From an optimization exercise on the open Yosys and OpenROAD flow, aimed at small area, a short achievable clock period and few clock cycles; shortcuts taken in it are not production practice. Only simulation tests tie the RTL to the original design; equivalence was not proved.

## run.sh

```bash
#!/bin/bash
# synth_recipe.tcl (not shown) runs the flow's synth.tcl, then flattens the netlist and writes it again
# the make line also repeats each setting of config.mk as NAME=value (left out here)
make -C /OpenROAD-flow-scripts/flow DESIGN_CONFIG=/design/flow/config.mk WORK_HOME=/design/flow/orfs CLKGATE_MAP_FILE= SYNTH_SCRIPT=/design/flow/synth_recipe.tcl finish
```

## config.mk

```make
export PLATFORM = sky130hd
export DESIGN_NAME = arithmetic_encoder_bitstream
export DESIGN_NICKNAME = arithmetic_encoder_bitstream
export VERILOG_FILES = /design/flow/design.v
export SDC_FILE = /design/flow/constraint.sdc
export NUM_CORES = 4
export LEC_CHECK = 0
export CAP_MARGIN = 20
export CORE_MARGIN = 2
export CORE_UTILIZATION = 45
export SLEW_MARGIN = 20
```

## constraint.sdc

```tcl
create_clock -name core_clock -period 11.0 [get_ports {clock}]
set_input_delay 2.2000 -clock core_clock [delete_from_list [all_inputs] [get_ports {clock}]]
set_output_delay 2.2000 -clock core_clock [all_outputs]
set_load 0.01 [all_outputs]
```

## design.v

```verilog
`default_nettype none
package abe_pkg;
   localparam logic OP_ENCODE = 1'b0;
   localparam logic OP_FINISH = 1'b1;
   localparam logic [1:0] STATUS_OK  = 2'd0;
   localparam logic [1:0] STATUS_BAD = 2'd1;
   localparam logic [1:0] STATUS_OVF = 2'd2;
   localparam logic [1:0] KIND_ENCODE = 2'd0;
   localparam logic [1:0] KIND_BAD    = 2'd1;
   localparam logic [1:0] KIND_FINISH = 2'd2;
   localparam logic [4:0] PREC_MAX   = 5'd30;
   localparam logic [4:0] PREC_RESET = 5'd24;
   localparam int COUNT_WIDTH = 31;
   localparam int QUEUE_DEPTH = 2;
   typedef logic [COUNT_WIDTH-1:0] count_type;
   typedef struct packed {
      logic [1:0] kind;
      count_type  cum_low;
      count_type  cum_upper;
   } abe_entry_type;
   function automatic logic [4:0] clamp_prec(input logic [4:0] prec);
      clamp_prec = (prec > PREC_MAX) ? PREC_MAX : prec;
   endfunction
   function automatic count_type prec_total(input logic [4:0] prec);
      prec_total = count_type'(1) << prec;
   endfunction
endpackage
`default_nettype wire
`default_nettype none
module abe_front
(
   input  wire logic          req_tvalid,
   output logic               req_tready,
   input  wire logic [63:0]   req_tdata,    
   input  wire logic [0:0]    req_tuser,    
   input  wire logic [4:0]    prec,
   output logic               push_valid,
   input  wire logic          push_ready,
   output abe_pkg::abe_entry_type      push_entry
);
   abe_pkg::count_type cum_low;
   abe_pkg::count_type cum_upper;
   abe_pkg::count_type total;
   logic      counts_bad;
   assign cum_low   = req_tdata[abe_pkg::COUNT_WIDTH-1:0];
   assign cum_upper = req_tdata[2*abe_pkg::COUNT_WIDTH-1:abe_pkg::COUNT_WIDTH];
   assign total     = abe_pkg::prec_total(prec);
   assign counts_bad = (cum_low >= cum_upper) || (cum_upper > total);
   always_comb begin
      push_entry.cum_low   = cum_low;
      push_entry.cum_upper = cum_upper;
      priority if (req_tuser[0] == abe_pkg::OP_FINISH) begin
         push_entry.kind = abe_pkg::KIND_FINISH;
      end else if (counts_bad) begin
         push_entry.kind = abe_pkg::KIND_BAD;
      end else begin
         push_entry.kind = abe_pkg::KIND_ENCODE;
      end
   end
   assign push_valid = req_tvalid;
   assign req_tready = push_ready;
endmodule
`default_nettype wire
`default_nettype none
module abe_queue
(
   input  wire logic          clock,
   input  wire logic          reset,
   input  wire logic          push_valid,
   output logic               push_ready,
   input  wire abe_pkg::abe_entry_type push_entry,
   output logic               pop_valid,
   input  wire logic          pop,
   output abe_pkg::abe_entry_type      pop_entry
);
   localparam int PW = (abe_pkg::QUEUE_DEPTH > 1) ? $clog2(abe_pkg::QUEUE_DEPTH) : 1;
   localparam int CW = $clog2(abe_pkg::QUEUE_DEPTH + 1);
   logic [2*abe_pkg::COUNT_WIDTH+1:0] entry_ff [abe_pkg::QUEUE_DEPTH];
   logic [PW-1:0]  wr_ptr_ff, wr_ptr_in;
   logic [PW-1:0]  rd_ptr_ff, rd_ptr_in;
   logic [CW-1:0]  count_ff, count_in;
   logic           do_push;
   logic           do_pop;
   assign push_ready = (count_ff < CW'(abe_pkg::QUEUE_DEPTH));
   assign pop_valid  = (count_ff != '0);
   assign pop_entry  = entry_ff[rd_ptr_ff];
   assign do_push    = push_valid && push_ready;
   assign do_pop     = pop && pop_valid;
   always_comb begin
      wr_ptr_in = wr_ptr_ff;
      rd_ptr_in = rd_ptr_ff;
      count_in  = count_ff;
      if (do_push) begin
         wr_ptr_in = (wr_ptr_ff == PW'(abe_pkg::QUEUE_DEPTH - 1)) ? '0 : wr_ptr_ff + PW'(1);
      end
      if (do_pop) begin
         rd_ptr_in = (rd_ptr_ff == PW'(abe_pkg::QUEUE_DEPTH - 1)) ? '0 : rd_ptr_ff + PW'(1);
      end
      if (do_push && !do_pop) begin
         count_in = count_ff + CW'(1);
      end else if (do_pop && !do_push) begin
         count_in = count_ff - CW'(1);
      end
   end
   always_ff @(posedge clock) begin
      if (reset) begin
         wr_ptr_ff <= '0;
         rd_ptr_ff <= '0;
         count_ff  <= '0;
      end else begin
         wr_ptr_ff <= wr_ptr_in;
         rd_ptr_ff <= rd_ptr_in;
         count_ff  <= count_in;
      end
   end
   always_ff @(posedge clock) begin
      if (do_push) begin
         entry_ff[wr_ptr_ff] <= push_entry;
      end
   end
endmodule
`default_nettype wire
`default_nettype none
module abe_back
#(
   parameter int STATE_WIDTH = 64
)(
   input  wire logic          clock,
   input  wire logic          reset,
   input  wire logic [4:0]    prec,
   input  wire logic          q_valid,
   input  wire abe_pkg::abe_entry_type q_entry,
   output logic               q_pop,
   output logic               rsp_tvalid,
   input  wire logic          rsp_tready,
   output logic [7:0]         rsp_tdata,    
   output logic               rsp_tlast,
   output logic [1:0]         rsp_tuser     
);
   localparam int SW = STATE_WIDTH;
   localparam int TW = $clog2(STATE_WIDTH + 1);
   localparam int IW = $clog2(STATE_WIDTH);
   localparam logic [3:0] ST_IDLE   = 4'd0;
   localparam logic [3:0] ST_WIDEN  = 4'd1;
   localparam logic [3:0] ST_MUL_HI = 4'd2;
   localparam logic [3:0] ST_MUL_LO = 4'd3;
   localparam logic [3:0] ST_NARROW = 4'd4;
   localparam logic [3:0] ST_EMIT   = 4'd5;
   localparam logic [3:0] ST_FLUSH  = 4'd6;
   localparam logic [3:0] ST_PAD    = 4'd7;
   localparam logic [3:0] ST_DONE   = 4'd8;
   logic [3:0]    state_ff, state_in;
   logic [SW-1:0] lo_ff, lo_in;
   logic [SW-1:0] hi_ff, hi_in;
   logic [TW-1:0] tcnt_ff, tcnt_in;         
   logic [SW-1:0] save_lo_ff, save_lo_in;
   logic [SW-1:0] save_hi_ff, save_hi_in;
   logic [TW-1:0] save_tcnt_ff, save_tcnt_in;
   abe_pkg::count_type     cl_ff, cl_in;
   abe_pkg::count_type     ch_ff, ch_in;
   logic [31:0]   rng_ff, rng_in;
   logic [62:0]   prod_ff, prod_in;
   logic [7:0]    pend_bits_ff, pend_bits_in;
   logic [2:0]    pend_cnt_ff, pend_cnt_in;
   logic          hold_valid_ff, hold_valid_in;
   logic [7:0]    hold_byte_ff, hold_byte_in;
   logic          rsp_valid_ff, rsp_valid_in;
   logic [7:0]    rsp_byte_ff, rsp_byte_in;
   logic          rsp_last_ff, rsp_last_in;
   logic [1:0]    rsp_status_ff, rsp_status_in;
   logic [TW-1:0] tcnt_dec;
   logic [IW-1:0] idx;
   logic [SW-1:0] idx_mask;
   abe_pkg::count_type     total;
   logic [SW-1:0] diff;
   logic [31:0]   width_cur;
   abe_pkg::count_type     mul_b;
   logic [31:0]   quot;
   logic          out_free;
   logic          put_req;
   logic          put_bit;
   logic          pad_req;
   logic [7:0]    bits_set;
   logic          byte_done;
   logic [7:0]    byte_val;
   logic          stall;
   assign tcnt_dec  = tcnt_ff - TW'(1);
   assign idx       = tcnt_dec[IW-1:0];
   assign idx_mask  = SW'(1) << idx;
   assign total     = abe_pkg::prec_total(prec);
   assign diff      = hi_ff - lo_ff;
   assign width_cur = diff[31:0] + 32'd1;
   assign out_free  = !rsp_valid_ff || rsp_tready;
   assign mul_b   = (state_ff == ST_MUL_HI) ? ch_ff : cl_ff;
   assign prod_in = 63'(rng_ff) * 63'(mul_b);
   assign quot    = prod_ff[62:31] == '0 ? prod_ff[31:0] >> prec : 32'(prod_ff >> prec);
   always_comb begin
      put_req = 1'b0;
      put_bit = 1'b0;
      pad_req = 1'b0;
      unique case (state_ff)
         ST_EMIT: begin
            if ((tcnt_ff != '0) && (lo_ff[idx] == hi_ff[idx])) begin
               put_req = 1'b1;
               put_bit = lo_ff[idx];
            end
         end
         ST_FLUSH: begin
            if (tcnt_ff != '0) begin
               put_req = 1'b1;
               put_bit = lo_ff[idx];
            end
         end
         ST_PAD: begin
            pad_req = (pend_cnt_ff != 3'd0);
         end
         default: begin
            put_req = 1'b0;
         end
      endcase
   end
   assign bits_set  = pend_bits_ff | (8'(put_bit) << pend_cnt_ff);
   assign byte_done = (put_req && (pend_cnt_ff == 3'd7)) || pad_req;
   assign byte_val  = pad_req ? pend_bits_ff : bits_set;
   assign stall     = byte_done && hold_valid_ff && !out_free;
   always_comb begin
      state_in      = state_ff;
      lo_in         = lo_ff;
      hi_in         = hi_ff;
      tcnt_in       = tcnt_ff;
      save_lo_in    = save_lo_ff;
      save_hi_in    = save_hi_ff;
      save_tcnt_in  = save_tcnt_ff;
      cl_in         = cl_ff;
      ch_in         = ch_ff;
      rng_in        = rng_ff;
      pend_bits_in  = pend_bits_ff;
      pend_cnt_in   = pend_cnt_ff;
      hold_valid_in = hold_valid_ff;
      hold_byte_in  = hold_byte_ff;
      rsp_valid_in  = rsp_valid_ff && !rsp_tready;
      rsp_byte_in   = rsp_byte_ff;
      rsp_last_in   = rsp_last_ff;
      rsp_status_in = rsp_status_ff;
      q_pop         = 1'b0;
      unique case (state_ff)
         ST_IDLE: begin
            if (q_valid) begin
               unique case (q_entry.kind)
                  abe_pkg::KIND_BAD: begin
                     if (out_free) begin
                        q_pop         = 1'b1;
                        rsp_valid_in  = 1'b1;
                        rsp_byte_in   = 8'd0;
                        rsp_last_in   = 1'b1;
                        rsp_status_in = abe_pkg::STATUS_BAD;
                     end
                  end
                  abe_pkg::KIND_FINISH: begin
                     q_pop    = 1'b1;
                     state_in = ST_FLUSH;
                  end
                  default: begin
                     q_pop        = 1'b1;
                     save_lo_in   = lo_ff;
                     save_hi_in   = hi_ff;
                     save_tcnt_in = tcnt_ff;
                     cl_in        = q_entry.cum_low;
                     ch_in        = q_entry.cum_upper;
                     state_in     = ST_WIDEN;
                  end
               endcase
            end
         end
         ST_WIDEN: begin
            if (width_cur < {1'b0, total}) begin
               if (hi_ff[SW-1]) begin
                  if (out_free) begin
                     lo_in         = save_lo_ff;
                     hi_in         = save_hi_ff;
                     tcnt_in       = save_tcnt_ff;
                     rsp_valid_in  = 1'b1;
                     rsp_byte_in   = 8'd0;
                     rsp_last_in   = 1'b1;
                     rsp_status_in = abe_pkg::STATUS_OVF;
                     state_in      = ST_IDLE;
                  end
               end else begin
                  lo_in   = {lo_ff[SW-2:0], 1'b0};
                  hi_in   = {hi_ff[SW-2:0], 1'b1};
                  tcnt_in = tcnt_ff + TW'(1);
               end
            end else begin
               rng_in   = width_cur;
               state_in = ST_MUL_HI;
            end
         end
         ST_MUL_HI: begin
            state_in = ST_MUL_LO;
         end
         ST_MUL_LO: begin
            hi_in    = lo_ff + SW'(quot) - SW'(1);
            state_in = ST_NARROW;
         end
         ST_NARROW: begin
            lo_in    = lo_ff + SW'(quot);
            state_in = ST_EMIT;
         end
         ST_EMIT: begin
            if (put_req) begin
               if (!stall) begin
                  lo_in   = lo_ff & ~idx_mask;
                  hi_in   = hi_ff & ~idx_mask;
                  tcnt_in = tcnt_dec;
               end
            end else begin
               state_in = ST_DONE;
            end
         end
         ST_FLUSH: begin
            if (put_req) begin
               if (!stall) begin
                  tcnt_in = tcnt_dec;
               end
            end else begin
               state_in = ST_PAD;
            end
         end
         ST_PAD: begin
            if (!stall) begin
               lo_in        = '0;
               hi_in        = '0;
               tcnt_in      = '0;
               pend_bits_in = 8'd0;
               pend_cnt_in  = 3'd0;
               state_in     = ST_DONE;
            end
         end
         ST_DONE: begin
            if (hold_valid_ff) begin
               if (out_free) begin
                  rsp_valid_in  = 1'b1;
                  rsp_byte_in   = hold_byte_ff;
                  rsp_last_in   = 1'b1;
                  rsp_status_in = abe_pkg::STATUS_OK;
                  hold_valid_in = 1'b0;
                  state_in      = ST_IDLE;
               end
            end else begin
               state_in = ST_IDLE;
            end
         end
         default: begin
            state_in = ST_IDLE;
         end
      endcase
      if (put_req && !stall) begin
         if (pend_cnt_ff == 3'd7) begin
            pend_bits_in = 8'd0;
            pend_cnt_in  = 3'd0;
         end else begin
            pend_bits_in = bits_set;
            pend_cnt_in  = pend_cnt_ff + 3'd1;
         end
      end
      if (byte_done && !stall) begin
         if (hold_valid_ff) begin
            rsp_valid_in  = 1'b1;
            rsp_byte_in   = hold_byte_ff;
            rsp_last_in   = 1'b0;
            rsp_status_in = abe_pkg::STATUS_OK;
         end
         hold_valid_in = 1'b1;
         hold_byte_in  = byte_val;
      end
   end
   always_ff @(posedge clock) begin
      if (reset) begin
         state_ff      <= ST_IDLE;
         lo_ff         <= '0;
         hi_ff         <= '0;
         tcnt_ff       <= '0;
         pend_bits_ff  <= 8'd0;
         pend_cnt_ff   <= 3'd0;
         hold_valid_ff <= 1'b0;
         rsp_valid_ff  <= 1'b0;
      end else begin
         state_ff      <= state_in;
         lo_ff         <= lo_in;
         hi_ff         <= hi_in;
         tcnt_ff       <= tcnt_in;
         pend_bits_ff  <= pend_bits_in;
         pend_cnt_ff   <= pend_cnt_in;
         hold_valid_ff <= hold_valid_in;
         rsp_valid_ff  <= rsp_valid_in;
      end
   end
   always_ff @(posedge clock) begin
      save_lo_ff    <= save_lo_in;
      save_hi_ff    <= save_hi_in;
      save_tcnt_ff  <= save_tcnt_in;
      cl_ff         <= cl_in;
      ch_ff         <= ch_in;
      rng_ff        <= rng_in;
      prod_ff       <= prod_in;
      hold_byte_ff  <= hold_byte_in;
      rsp_byte_ff   <= rsp_byte_in;
      rsp_last_ff   <= rsp_last_in;
      rsp_status_ff <= rsp_status_in;
   end
   assign rsp_tvalid = rsp_valid_ff;
   assign rsp_tdata  = rsp_byte_ff;
   assign rsp_tlast  = rsp_last_ff;
   assign rsp_tuser  = rsp_status_ff;
endmodule
`default_nettype wire
`default_nettype none
module arithmetic_encoder_bitstream
#(
   parameter int STATE_WIDTH = 64
)(
   input  wire logic        clock,
   input  wire logic        reset,
   input  wire logic        req_tvalid,
   output logic             req_tready,
   input  wire logic [63:0] req_tdata,    
   input  wire logic [0:0]  req_tuser,    
   output logic             rsp_tvalid,
   input  wire logic        rsp_tready,
   output logic [7:0]       rsp_tdata,    
   output logic             rsp_tlast,
   output logic [1:0]       rsp_tuser,    
   input  wire logic        csr_valid,
   output logic             csr_ready,
   input  wire logic [4:0]  csr_wdata
);
   logic [4:0]    prec_ff, prec_in;
   logic [4:0]    prec_eff;
   logic          push_valid;
   logic          push_ready;
   abe_pkg::abe_entry_type push_entry;
   logic          pop_valid;
   logic          pop;
   abe_pkg::abe_entry_type pop_entry;
   assign csr_ready = 1'b1;
   assign prec_in   = (csr_valid && csr_ready) ? csr_wdata : prec_ff;
   assign prec_eff  = abe_pkg::clamp_prec(prec_ff);
   always_ff @(posedge clock) begin
      if (reset) begin
         prec_ff <= abe_pkg::PREC_RESET;
      end else begin
         prec_ff <= prec_in;
      end
   end
   abe_front u_front (
      .req_tvalid (req_tvalid),
      .req_tready (req_tready),
      .req_tdata  (req_tdata),
      .req_tuser  (req_tuser),
      .prec       (prec_eff),
      .push_valid (push_valid),
      .push_ready (push_ready),
      .push_entry (push_entry)
   );
   abe_queue u_queue (
      .clock      (clock),
      .reset      (reset),
      .push_valid (push_valid),
      .push_ready (push_ready),
      .push_entry (push_entry),
      .pop_valid  (pop_valid),
      .pop        (pop),
      .pop_entry  (pop_entry)
   );
   abe_back #(
      .STATE_WIDTH (STATE_WIDTH)
   ) u_back (
      .clock      (clock),
      .reset      (reset),
      .prec       (prec_eff),
      .q_valid    (pop_valid),
      .q_entry    (pop_entry),
      .q_pop      (pop),
      .rsp_tvalid (rsp_tvalid),
      .rsp_tready (rsp_tready),
      .rsp_tdata  (rsp_tdata),
      .rsp_tlast  (rsp_tlast),
      .rsp_tuser  (rsp_tuser)
   );
endmodule
`default_nettype wire
```

==> flow_summary.toml <==
[die]
start_util = 0.452
rows = 143
die_w_um = 394
die_h_um = 394
boundaryPins = 89
core_mm2 = 0.151
dieArea_mm2 = 0.155

[clocking]
htree_num_levels = 3
hold_buffers = 0
cts_tree = "done"
path_clk_slew_ns = 0.07
post_cts_buffers = 0
cts_resized = 0
clock_latency_ns = 0.64
cts_root_buffer = "clkbuf_16"
cts_buffers = 71
clockBufferDepth = 3
cts_sinks = 601

[setup_path]
crit_type = "flip-flop to flip-flop"
endpoint_kind = "flip-flop"
start_kind = "flip-flop"
cp_slowest_stage_delay_ns = 0.67
critPathSlowestCell = "mux2_2"
crit_top_cell = "fa_1"
crit_required_ns = 11.53
arrival_ns = 10.65
worst-path-max-fanout = 32

[sta]
finalMaxSlewViolations = 0
hold_viol = 0
timing.fmax_mhz = 98.8
timing.final.crit_share = 0.920
fin_worst_skew_ns = 0.0427
rsz0062_at_grt = "no"
period_minus_slack_ns = 10.12
finalSetupViolCount = 0
fin_setup_tns_ns = 0
slew_headroom = 0.218
worst_slew_pin_slew_ns = 1.14

[place]
dp_hpwl_um = 154000
routabilityCongestion = 0.924
dp_cells = 8913
numPortBuffers = 85

[hold_path]
holdCritPathClass = "flip-flop to flip-flop"

[drt]
final_antenna_net_count = 0
drt_iter0_markers = 4311
vias = 52200
wire_per_inst_um = 22.6
via_per_inst = 5.77
wirelength_um = 204000
drc = 0
dr.pass1.iters = 7

[yosys]
ys_warn_count = 4
ys_seq_elements = 601
synth_area_mm2 = 0.0684
netlist.top_cell.by_area = "fa_1"
synth-async-reset-ratio = 0
ys.flop_type = "edfxtp_1"
synth.top_cell.area_share = 0.254
synthCells = 7129
synth_edf_count = 365
synth.net_count = 8525
yosys-top-cells-area = "fa_1 25%, edfxtp_1 16%, ha_1 8.3%"
ys_seq_area_frac = 0.229
syn_area_per_cell_um2 = 9.59
ys_types = 103

[outcome]
outcome = "timing/DRC/antenna clean"

[layout]
num-nets-final = 8353
final_cells = 9046
syn_to_final_growth_pct = 7.42
fillers = 14200
final_layout_size_suffix_gt1_frac = 0.0650

[grt]
grt_use_total = 0.262
antenna_found_initial = 16
grt_pass1_vias = 53800
grt_pass1_wl_um = 318000
grt_max_degree = 80
overflow = 0

[flow_run]
drv_cap = 0
## flip-flops by register name (all words and copies together), names as in the netlist, 31 cells and up, named ones only
name	flops
u_back.rng_ff	32
u_back.ch_ff	31
u_queue.entry_ff	128
u_back.prod_ff	63
u_back.lo_ff	64
u_back.hi_ff	64
u_back.save_hi_ff	64
u_back.save_lo_ff	64
u_back.cl_ff	31
## cells by family after synthesis
family,Yosys count,synth area share
muxes,444,0.0752
buffers and inverters,1344,0.0744
DFF,601,0.229
and+or+nand+nor,2031,0.150
xor gates and xnor gates,191,0.0246
other,1,0.0000548
adders and majority gates,1321,0.337
AOI/OAI and AO/OA,1196,0.110
## worst paths after layout
path,start,end,slack (ns),depth (start not counted)
setup reg to reg,u_back.state_ff[1],u_back.prod_ff[55],0.88,28
setup / recovery,u_back.state_ff[1],u_back.prod_ff[55],0.88,28
hold reg to reg,u_back.pend_bits_ff[6],u_back.pend_bits_ff[6],0.46,2
hold / removal,u_back.pend_bits_ff[6],u_back.pend_bits_ff[6],0.46,2
## cells in the final DEF, fill, tap and decap left out, types with 230 or more instances in the layout
cell type,n
a21oi_1,347
and2_1,487
inv_1,908
dfxtp_1,230
mux2i_1,276
o21ai_0,271
ha_1,453
nand2_1,786
fa_1,868
edfxtp_1,365
## routing by layer
| metal | GRT usage | up-vias | share of wire | wire length, um |
|---|---|---|---|---|
| met5 | 0 | - | 0.00014 | 29 |
| met4 | 0.101 | 4 | 0.042 | 8600 |
| met3 | 0.0273 | 407 | 0.056 | 11500 |
| met2 | 0.440 | 1694 | 0.48 | 97600 |
| met1 | 0.350 | 26700 | 0.42 | 86600 |
| li1 | - | 23400 | - | - |
## cells in the mapped netlist, drive strengths merged (9+ instances only)
| library cell | instances |
|---|---|
| o31ai | 11 |
| ha | 453 |
| o211a | 11 |
| nor2b | 143 |
| nor3 | 56 |
| fa | 868 |
| xnor2 | 133 |
| clkbuf | 384 |
| nor4 | 21 |
| a221oi | 9 |
| nand3 | 90 |
| a22o | 13 |
| a211oi | 51 |
| mux4 | 44 |
| a2111oi | 10 |
| nand2 | 788 |
| dfxtp | 236 |
| edfxtp | 365 |
| and2 | 491 |
| xor2 | 58 |
| or3 | 20 |
| mux2i | 279 |
| buf | 50 |
| a21oi | 351 |
| a31oi | 86 |
| a211o | 13 |
| a21o | 103 |
| inv | 909 |
| and4 | 19 |
| o211ai | 28 |
| o21bai | 29 |
| and3 | 51 |
| o21a | 31 |
| o21ai | 281 |
| or2 | 13 |
| nand4 | 58 |
| o22ai | 71 |
| nor2 | 202 |
| mux2 | 121 |
| nand2b | 45 |
| a311oi | 10 |
## critical path, delay by kind of cell (launching register included)
family	cells	cell delay (ns)
XOR/XNOR	1	0.17
multiplexers	1	0.67
AND/OR/NAND/NOR	6	1.86
AO/OA/AOI/OAI	7	1.88
adder cells (fa/ha/maj)	9	4.45
flip-flops	1	0.32
buffers and inverters	4	0.55
## final cells by class
type	instances	area, um^2	share of cell area
well taps	2030	2540	0.0346
multi-input cells	5184	47800	0.650
repair buffers	189	1660	0.0226
inverters	910	3420	0.0465
clock buffers	93	2040	0.0278
clock inverters	37	354	0.00482
flip-flops and latches	601	15700	0.214
diodes	2	5.00	0.0000681
## metrics by stage
step	area, um^2	hold slack, ns	setup WS, ns	util
after floorplan	68400	0.403	2.20	-
after CTS	73400	0.468	0.842	0.485
final	73500	0.462	0.882	0.485
after global routing	73500	0.485	0.341	0.485
after global placement	71000	0.444	1.00	0.469
after detailed placement	71000	0.453	0.935	0.469
Testbench counts, summed over its fixed seeds: cycles 48,234.

[re-timing with driven ports]
In the flow no input, the clock included, has a driving cell. The finished layout below was timed again as built, in two steps. Step 1 assumes that a clkbuf_16 drives the clock port and a buf_2 every other input. Step 2, shift: input delay + t, output delay - t, t = (earliest + latest rising clock arrival at the registers) / 2. This alone moves slack from input paths to output paths. a / b / c = ideal ports / drivers / drivers and shift; a / b = the first two.
t, ns: 0.696
setup WS [ns]: 0.882 / 0.882 / 0.882
latest minus earliest clock arrival (ns): 0.043 / 0.042
pins driven straight from the clock port: 1
After both steps setup and hold are still met in this run. For this run, drivers alone change the setup slack by 0.000 ns; drivers and shift together by 0.000 ns.
